This is an optimization exercise on Yosys and OpenROAD, whose aim is small area, not a production implementation. The RTL was checked by simulation tests, not by an equivalence proof against the original design.

==> flow/design.v <==
module apb_inbuf_stream_ctrl #(
    parameter int unsigned BUS_AW     = 8,
    parameter int unsigned BUS_DW     = 32,
    parameter int unsigned CH_NUM     = 128,
    parameter int unsigned OUT_MULT   = 9,
    parameter int unsigned IB_SRAM_AW = 10,
    parameter int unsigned FIFO_DEPTH = 4
) (
    input  logic                         clk_i,
    input  logic                         rst_n_i,
    input  logic [BUS_AW-1:0]            apb_paddr_s,
    input  logic                         apb_pwrite_s,
    input  logic                         apb_psel_s,
    input  logic                         apb_penable_s,
    input  logic [BUS_DW-1:0]            apb_pwdata_s,
    output logic [BUS_DW-1:0]            apb_prdata_s,
    output logic                         apb_pready_s,
    output logic [CH_NUM-1:0]            inbuf_din_o,
    output logic                         inbuf_din_vld_o,
    input  logic                         inbuf_din_rdy_i,
    output logic                         inbuf_sop_o,
    output logic                         inbuf_hsync_o,
    output logic [IB_SRAM_AW-1:0]        inbuf_start_waddr_o,
    input  logic [CH_NUM*OUT_MULT-1:0]   inbuf_dout_i,
    input  logic                         inbuf_dout_vld_i,
    output logic                         inbuf_dout_rdy_o,
    output logic [7:0]                   inbuf_pic_size_o,
    output logic [3:0]                   inbuf_mode_o,
    output logic                         inbuf_padding_o,
    output logic                         inbuf_cmd_vld_o,
    input  logic                         inbuf_cmd_rdy_i
);
    localparam int unsigned DOUT_W = CH_NUM * OUT_MULT;
    localparam int unsigned N_IN   = CH_NUM / BUS_DW;
    localparam int unsigned N_OUT  = DOUT_W / BUS_DW;
    localparam int unsigned IN_IW  = (N_IN > 1) ? $clog2(N_IN) : 1;
    localparam int unsigned OUT_IW = (N_OUT > 1) ? $clog2(N_OUT) : 1;
    localparam int unsigned PW     = $clog2(FIFO_DEPTH);
    localparam logic [2:0] ADDR_DIN    = 3'd0;
    localparam logic [2:0] ADDR_FLAGS  = 3'd1;
    localparam logic [2:0] ADDR_WADDR  = 3'd2;
    localparam logic [2:0] ADDR_CMD    = 3'd3;
    localparam logic [2:0] ADDR_STATUS = 3'd4;
    localparam logic [2:0] ADDR_DOUT   = 3'd5;
    localparam logic [2:0] ADDR_CTRL   = 3'd6;
    logic [CH_NUM+1:0]     mem_q [FIFO_DEPTH];
    logic [PW-1:0]         rptr_q, wptr;
    logic [PW:0]           count_q;
    logic [CH_NUM-BUS_DW-1:0] din_buf_q;
    logic [IN_IW-1:0]      din_idx_q;
    logic [1:0]            flags_q;
    logic [IB_SRAM_AW-1:0] waddr_q;
    logic [12:0]           cmd_q;
    logic                  cmd_vld_q;
    logic [DOUT_W-1:0]     cap_q;
    logic                  captured_q;
    logic [OUT_IW-1:0]     dout_idx_q;
    logic [CH_NUM+1:0]     head, push_entry;
    logic [31:0]           status;
    logic [2:0]            addr_idx;
    logic rd, wr, full, empty, din_final, din_wr, push, pop, flush, dout_rd, dout_last;
    logic unused_bits;
    assign unused_bits = ^{apb_paddr_s[BUS_AW-1:5], apb_paddr_s[1:0], apb_pwdata_s};
    assign addr_idx  = apb_paddr_s[4:2];
    assign rd        = apb_psel_s & apb_penable_s & ~apb_pwrite_s;
    assign wr        = apb_psel_s & apb_penable_s & apb_pwrite_s;
    assign full      = count_q[PW];
    assign empty     = (count_q == '0);
    assign din_final = (din_idx_q == IN_IW'(N_IN - 1));
    assign apb_pready_s = !(apb_pwrite_s && addr_idx == ADDR_DIN && din_final && full);
    assign din_wr    = wr && addr_idx == ADDR_DIN && !(din_final && full);
    assign push      = din_wr && din_final;
    assign pop       = ~empty & inbuf_din_rdy_i;
    assign flush     = wr && addr_idx == ADDR_CTRL && apb_pwdata_s[0];
    assign dout_rd   = rd && addr_idx == ADDR_DOUT && captured_q;
    assign dout_last = (dout_idx_q == OUT_IW'(N_OUT - 1));
    assign wptr      = rptr_q + count_q[PW-1:0];
    assign push_entry = {flags_q[1], flags_q[0], apb_pwdata_s, din_buf_q};
    always_ff @(posedge clk_i or negedge rst_n_i) begin
        if (!rst_n_i) begin
            rptr_q  <= '0;
            count_q <= '0;
        end else begin
            if (pop) rptr_q <= rptr_q + 1'b1;
            if (flush) count_q <= '0;
            else if (push && !pop) count_q <= count_q + 1'b1;
            else if (!push && pop) count_q <= count_q - 1'b1;
        end
    end
    for (genvar e = 0; e < FIFO_DEPTH; e++) begin : g_mem
        always_ff @(posedge clk_i) begin
            if (push && wptr == PW'(e)) mem_q[e] <= push_entry;
        end
    end
    for (genvar s = 0; s < N_IN - 1; s++) begin : g_din
        always_ff @(posedge clk_i) begin
            if (din_wr && din_idx_q == IN_IW'(s)) din_buf_q[s*BUS_DW +: BUS_DW] <= apb_pwdata_s;
        end
    end
    always_ff @(posedge clk_i or negedge rst_n_i) begin
        if (!rst_n_i) begin
            din_idx_q <= '0;
            flags_q   <= '0;
        end else if (flush) begin
            din_idx_q <= '0;
            flags_q   <= '0;
        end else if (din_wr) begin
            din_idx_q <= din_idx_q + 1'b1;
            if (push) flags_q <= '0;
        end else if (wr && addr_idx == ADDR_FLAGS) begin
            flags_q <= apb_pwdata_s[1:0];
        end
    end
    always_ff @(posedge clk_i or negedge rst_n_i) begin
        if (!rst_n_i) begin
            waddr_q   <= '0;
            cmd_q     <= '0;
            cmd_vld_q <= 1'b0;
        end else begin
            if (wr && addr_idx == ADDR_WADDR) waddr_q <= apb_pwdata_s[IB_SRAM_AW-1:0];
            if (wr && addr_idx == ADDR_CMD && !cmd_vld_q) begin
                cmd_q     <= apb_pwdata_s[12:0];
                cmd_vld_q <= apb_pwdata_s[31];
            end else if (cmd_vld_q && inbuf_cmd_rdy_i) begin
                cmd_vld_q <= 1'b0;
            end
        end
    end
    always_ff @(posedge clk_i) begin
        if (!captured_q) cap_q <= inbuf_dout_i;
    end
    always_ff @(posedge clk_i or negedge rst_n_i) begin
        if (!rst_n_i) begin
            captured_q <= 1'b0;
            dout_idx_q <= '0;
        end else if (flush) begin
            captured_q <= 1'b0;
            dout_idx_q <= '0;
        end else if (!captured_q) begin
            captured_q <= inbuf_dout_vld_i;
        end else if (dout_rd) begin
            captured_q <= !dout_last;
            dout_idx_q <= dout_last ? '0 : dout_idx_q + 1'b1;
        end
    end
    always_comb begin
        status        = '0;
        status[0]     = full;
        status[1]     = empty;
        status[2]     = cmd_vld_q;
        status[3]     = captured_q;
        status[14:8]  = 7'(count_q);
        status[23:16] = 8'(din_idx_q);
        status[31:24] = 8'(dout_idx_q);
    end
    logic [N_OUT-1:0]  dsel;
    logic [BUS_DW-1:0] dout_word;
    always_comb begin
        for (int k = 0; k < N_OUT; k++)
            dsel[k] = (addr_idx == ADDR_DOUT) && captured_q && (dout_idx_q == OUT_IW'(k));
        dout_word = '0;
        for (int k = 0; k < N_OUT; k++)
            dout_word = dout_word | ({BUS_DW{dsel[k]}} & cap_q[k*BUS_DW +: BUS_DW]);
    end
    always_comb begin
        apb_prdata_s = dout_word;
        case (addr_idx)
            ADDR_FLAGS:  apb_prdata_s[1:0] = flags_q;
            ADDR_WADDR:  apb_prdata_s[IB_SRAM_AW-1:0] = waddr_q;
            ADDR_CMD:    apb_prdata_s[12:0] = cmd_q;
            ADDR_STATUS: apb_prdata_s = BUS_DW'(status);
            default:     ;
        endcase
    end
    logic [FIFO_DEPTH-1:0] rsel;
    always_comb begin
        for (int e = 0; e < FIFO_DEPTH; e++) rsel[e] = (rptr_q == PW'(e));
        head = '0;
        for (int e = 0; e < FIFO_DEPTH; e++) head = head | ({(CH_NUM+2){rsel[e]}} & mem_q[e]);
    end
    assign inbuf_din_o         = head[CH_NUM-1:0];
    assign inbuf_din_vld_o     = ~empty;
    assign inbuf_sop_o         = head[CH_NUM];
    assign inbuf_hsync_o       = head[CH_NUM+1];
    assign inbuf_start_waddr_o = waddr_q;
    assign inbuf_dout_rdy_o    = ~captured_q;
    assign inbuf_pic_size_o    = cmd_q[7:0];
    assign inbuf_mode_o        = cmd_q[11:8];
    assign inbuf_padding_o     = cmd_q[12];
    assign inbuf_cmd_vld_o     = cmd_vld_q;
endmodule
clock: 10.0 ns
lec_check: 0
cap_margin: 20
core_margin: 2
core_utilization: 40
cts_buf_list: sky130_fd_sc_hd__clkbuf_4 sky130_fd_sc_hd__clkbuf_8
setup_slack_margin: 0.2
slew_margin: 20
run.sh (not shown) runs the stock make flow with config.mk's settings and CLKGATE_MAP_FILE= SYNTH_SCRIPT=/design/flow/synth_recipe.tcl, a recipe that flattens the netlist after the stock synthesis.
The starting point passed the timing, design-rule and antenna checks.
Edit:
- CORE_UTILIZATION: 40 -> 65
After rerunning: The changed run stopped in I/O pin placement; synthesized area is unchanged; synthesized cell count is unchanged.

[port drivers added, routing unchanged]
The flow's constraints put no driver on any port. The routed layout listed below was extracted and timed again, unchanged, in two steps. Step 1: set_driving_cell puts a clkbuf_16 on clk_i and a buf_2 on each other input, an assumption about the parent block. Step 2 times the ports against the registers' clock, not the clock port: input delays grow and output delays shrink by t, the midpoint of the rising clock arrivals with the driver on. Slacks: ideal ports / drivers / drivers and shift; pairs: ideal ports / drivers.
run: the first run
t, ns: 1.138
setup WS [ns]: 0.954 / 0.835 / 0.835
worst setup path at the end: input to output
After both steps setup and hold are still met in the first run. The setup slack of the first run moves by -0.119 ns with the drivers and by -0.119 ns with both steps.
